Source: an optimization exercise on an open RTL-to-GDS flow (aim: small area and a short achievable clock period). Production flows keep margins and buffers that such runs may drop. The RTL was checked by simulation tests, not by an equivalence proof against the original design. No activity file was given, so power comes from the tool's default toggle rates.

Setup of run E:
// wave_capture
module wave_capture
#(
   parameter int ADDR_WIDTH = 8
) (
   input  logic                  clk,
   input  logic                  reset,
   input  logic                  new_sample,
   input  logic [15:0]           sample_in,
   input  logic                  enable,
   input  logic                  frame_sync,
   input  logic [ADDR_WIDTH-1:0] read_addr,
   output logic [7:0]            read_data,
   output logic                  new_wave,
   output logic [1:0]            capture_state
);
make LEC_CHECK=0 CAP_MARGIN=20 CORE_MARGIN=2 CORE_UTILIZATION=40 SETUP_SLACK_MARGIN=2.5 SLEW_MARGIN=20 finish   # period 5.0 ns
run.sh (not shown) runs the stock make flow with config.mk's settings and CLKGATE_MAP_FILE= SYNTH_SCRIPT=/design/flow/synth_recipe.tcl, a recipe that flattens the netlist after the stock synthesis.
Run E reached the end of the flow, and the finished layout is clean on the timing, DRC and antenna checks.
Input-level comparison between run C and run E:
- an added CTS_CLUSTER_SIZE of 25
- a change of CORE_UTILIZATION from 40 to 75
- an added CTS_CLUSTER_DIAMETER of 100
- an added CTS_BUF_LIST of sky130_fd_sc_hd__clkbuf_16
- a change of SETUP_SLACK_MARGIN from 2.5 to 2.6
### Flow results
Each of the runs, namely run E and run C, reached the end of the flow and came out clean.
Non-clock buffer count: run C vs run E down about 6%
Run C vs. run E: minimum setup slack among reg-to-reg paths decreased by 0.06 ns relative to the old numbers, setup slack shows a reduction of 0.025 ns, critical path depth went up by 1.
Row part of the total power dissipated in the clock network: run C lower / run E higher
Summary of run C over run E: final instance area shrank by 6.3%; flip-flop and latch share of the layout cell area went up.

* * *

The RTL this note starts from:
==> flow/design.v <==
package wave_capture_pkg;
   typedef enum logic [1:0] {
      IDLE    = 2'd0,
      ARMED   = 2'd1,
      CAPTURE = 2'd2,
      FULL    = 2'd3
   } cap_state_e;
   localparam logic [7:0] OFFSET_XOR = 8'h80;
   localparam int         SAMPLE_MSB = 15;
   localparam int         BYTE_W     = 8;
   function automatic logic [BYTE_W-1:0] to_offset(
      input logic [SAMPLE_MSB:0] s
   );
      to_offset = s[SAMPLE_MSB -: BYTE_W] ^ OFFSET_XOR;
   endfunction
   function automatic logic rising_zc(
      input logic [SAMPLE_MSB:0] prev,
      input logic [SAMPLE_MSB:0] cur
   );
      rising_zc = prev[SAMPLE_MSB] & ~cur[SAMPLE_MSB];
   endfunction
endpackage
module wave_capture_ram
#(
   parameter int ADDR_WIDTH = 8
) (
   input  logic                clk_i,
   input  logic                rst_ni,
   input  logic                we_i,       
   input  logic                last_i,     
   input  logic [wave_capture_pkg::BYTE_W-1:0] wdata_i,
   input  logic                publish_i,  
   input  logic [ADDR_WIDTH-1:0] raddr_i,
   output logic [wave_capture_pkg::BYTE_W-1:0] rdata_o
);
   localparam int BW    = wave_capture_pkg::BYTE_W;
   localparam int DEPTH = 1 << ADDR_WIDTH;
   logic [BW-1:0]          hold_q;
   logic                   shift_q;
   logic [BW*(DEPTH-1)-1:0] chain_q;    
   logic [BW*DEPTH-1:0]    disp_q;      
   always_ff @(posedge clk_i) begin
      if (we_i) hold_q <= wdata_i;
   end
   always_ff @(posedge clk_i or negedge rst_ni) begin
      if (!rst_ni) shift_q <= 1'b0;
      else         shift_q <= we_i & ~last_i;
   end
   always_ff @(posedge clk_i) begin
      if (shift_q) chain_q <= {hold_q, chain_q[BW*(DEPTH-1)-1:BW]};
   end
   always_ff @(posedge clk_i) begin
      if (publish_i) disp_q <= {hold_q, chain_q};
   end
   localparam int NC0  = 16;           
   localparam int NC1  = 4;            
   logic [7:0]    q0 [NC0];    
   logic [7:0]    q1 [NC1];    
   logic [3:0]    q2;          
   logic [BW-1:0] rdata_d;
   logic [BW-1:0] rdata_q;
   for (genvar c = 0; c < NC0; c++) begin : g_q0
      wc_dec3 u_dec (.a(raddr_i[2:0]), .y(q0[c]));
   end
   for (genvar c = 0; c < NC1; c++) begin : g_q1
      wc_dec3 u_dec (.a(raddr_i[5:3]), .y(q1[c]));
   end
   wc_dec2 u_q2 (.a(raddr_i[7:6]), .y(q2));
   for (genvar b = 0; b < BW; b++) begin : g_bit
      logic [31:0] m1;
      logic [3:0]  m2;
      for (genvar j = 0; j < 32; j++) begin : g_m1
         logic [7:0] d;
         for (genvar v = 0; v < 8; v++) begin : g_d
            assign d[v] = disp_q[BW*(8*j+v) + b];
         end
         wc_mux8oh u (.q(q0[(32*b + j) / 16]), .d(d), .y(m1[j]));
      end
      for (genvar j = 0; j < 4; j++) begin : g_m2
         wc_mux8oh u (.q(q1[b % NC1]), .d(m1[8*j +: 8]), .y(m2[j]));
      end
      wc_mux4oh u_m3 (.q(q2), .d(m2), .y(rdata_d[b]));
   end
   always_ff @(posedge clk_i) begin
      rdata_q <= rdata_d;
   end
   assign rdata_o = rdata_q;
endmodule
module wc_mux8oh (input logic [7:0] q, input logic [7:0] d, output logic y);
   assign y = ~(~((q[0] & d[0]) | (q[1] & d[1])) & ~((q[2] & d[2]) | (q[3] & d[3])) &
                ~((q[4] & d[4]) | (q[5] & d[5])) & ~((q[6] & d[6]) | (q[7] & d[7])));
endmodule
module wc_dec3 (input logic [2:0] a, output logic [7:0] y);
   for (genvar v = 0; v < 8; v++) begin : g_v
      assign y[v] = (a == 3'(v));
   end
endmodule
module wc_mux4oh (input logic [3:0] q, input logic [3:0] d, output logic y);
   assign y = ~(~((q[0] & d[0]) | (q[1] & d[1])) & ~((q[2] & d[2]) | (q[3] & d[3])));
endmodule
module wc_dec2 (input logic [1:0] a, output logic [3:0] y);
   assign y[0] = ~a[1] & ~a[0];
   assign y[1] = ~a[1] &  a[0];
   assign y[2] =  a[1] & ~a[0];
   assign y[3] =  a[1] &  a[0];
endmodule
module wc_nand2 (input logic a, b, output logic y);
   assign y = ~(a & b);
endmodule
module wc_a22oi (input logic a1, a2, b1, b2, output logic y);
   assign y = ~((a1 & a2) | (b1 & b2));
endmodule
module wave_capture
#(
   parameter int ADDR_WIDTH = 8
) (
   input  logic                  clk,
   input  logic                  reset,
   input  logic                  new_sample,
   input  logic [15:0]           sample_in,
   input  logic                  enable,
   input  logic                  frame_sync,
   input  logic [ADDR_WIDTH-1:0] read_addr,
   output logic [7:0]            read_data,
   output logic                  new_wave,
   output logic [1:0]            capture_state
);
   wave_capture_pkg::cap_state_e state_q;
   logic                  prev_neg_q;   
   logic [ADDR_WIDTH-1:0] cnt_q;
   logic                  new_wave_q;
   logic                  zc;
   logic                  tmo;
   logic                  trig;
   logic                  we;
   logic                  last;
   logic                  publish;
   assign zc   = prev_neg_q & ~sample_in[15];
   assign tmo  = &cnt_q;
   assign trig = new_sample & (zc | tmo);
   assign we      = enable & ((state_q == wave_capture_pkg::ARMED) ? trig :
                               (state_q == wave_capture_pkg::CAPTURE) & new_sample);
   assign publish = enable & (state_q == wave_capture_pkg::FULL) & frame_sync;
   assign last = (state_q == wave_capture_pkg::CAPTURE) & tmo;
   always_ff @(posedge clk or negedge reset) begin
      if (!reset) begin
         state_q    <= wave_capture_pkg::IDLE;
         prev_neg_q <= 1'b0;
         new_wave_q <= 1'b0;
      end else begin
         new_wave_q <= publish;
         if (new_sample) begin
            prev_neg_q <= sample_in[15];
         end
         if (!enable) begin
            state_q <= wave_capture_pkg::IDLE;
         end else begin
            unique case (state_q)
               wave_capture_pkg::IDLE:    state_q <= wave_capture_pkg::ARMED;
               wave_capture_pkg::ARMED:   if (trig) state_q <= wave_capture_pkg::CAPTURE;
               wave_capture_pkg::CAPTURE: if (new_sample & tmo) state_q <= wave_capture_pkg::FULL;
               wave_capture_pkg::FULL:    if (frame_sync) state_q <= wave_capture_pkg::ARMED;
               default: state_q <= wave_capture_pkg::IDLE;
            endcase
         end
      end
   end
   always_ff @(posedge clk) begin
      if (enable) begin
         unique case (state_q)
            wave_capture_pkg::IDLE: cnt_q <= '0;
            wave_capture_pkg::ARMED: begin
               if (trig)            cnt_q <= ADDR_WIDTH'(1);
               else if (new_sample) cnt_q <= cnt_q + ADDR_WIDTH'(1);
            end
            wave_capture_pkg::CAPTURE: if (new_sample) cnt_q <= cnt_q + ADDR_WIDTH'(1);
            wave_capture_pkg::FULL:    if (frame_sync) cnt_q <= '0;
            default: begin end
         endcase
      end
   end
   wave_capture_ram #(
      .ADDR_WIDTH(ADDR_WIDTH)
   ) u_ram (
      .clk_i    (clk),
      .rst_ni   (reset),
      .we_i     (we),
      .last_i   (last),
      .wdata_i  (wave_capture_pkg::to_offset(sample_in)),
      .publish_i(publish),
      .raddr_i  (read_addr),
      .rdata_o  (read_data)
   );
   assign new_wave      = new_wave_q;
   assign capture_state = state_q;
endmodule
export LEC_CHECK = 0
export CAP_MARGIN = 20
export CORE_MARGIN = 2
export CORE_UTILIZATION = 75
export CTS_BUF_LIST = sky130_fd_sc_hd__clkbuf_16
export CTS_CLUSTER_DIAMETER = 100
export CTS_CLUSTER_SIZE = 20
export SETUP_SLACK_MARGIN = 2.5
export SLEW_MARGIN = 20
export SYNTH_HIERARCHICAL = 1
export SYNTH_MINIMUM_KEEP_SIZE = 0
create_clock -name core_clock -period 5.0 [get_ports {clk}]
Then changed:
Settings changed: CORE_UTILIZATION 75 to 80, SETUP_SLACK_MARGIN 2.5 to 2.7.
Synthesized area is unchanged; global-route usage rose by 6.8 points; synthesized cell count does not change.

==> what the ideal ports hide <==
The flow's constraints put no driver on any port. The routed layouts listed below were extracted and timed again, unchanged, in two steps. Step 1, drivers: a clkbuf_16 drives clk and a buf_2 each remaining input, both assumed. Step 2 moves the port delays by t, midway between the first and last clock arrival at a register: inputs arrive t later, outputs are due t later. That takes back most of the time a late clock gives input paths. a / b / c = no drivers / after step 1 / after step 2; a / b = the first two.
run	t (ns)	setup slack, ns	clock arrival spread, ns	slew at the worst register clock pin (ns)
run E	0.982	2.167 / 1.966 / 0.984	0.059 / 0.060	0.07 / 0.07
run C	0.954	2.142 / 1.971 / 1.017	0.039 / 0.039	0.11 / 0.11
the first run of note 2	0.953	2.483 / 2.260 / 1.307	0.034 / 0.034	0.09 / 0.09
the second run of note 2	0.983	2.250 / 1.876 / 0.893	0.053 / 0.052	0.10 / 0.10
After both steps every run listed still meets setup and hold. The setup slack of the second run of note 2, which loses most, moves by -0.374 ns with the drivers and by -1.357 ns with both steps.
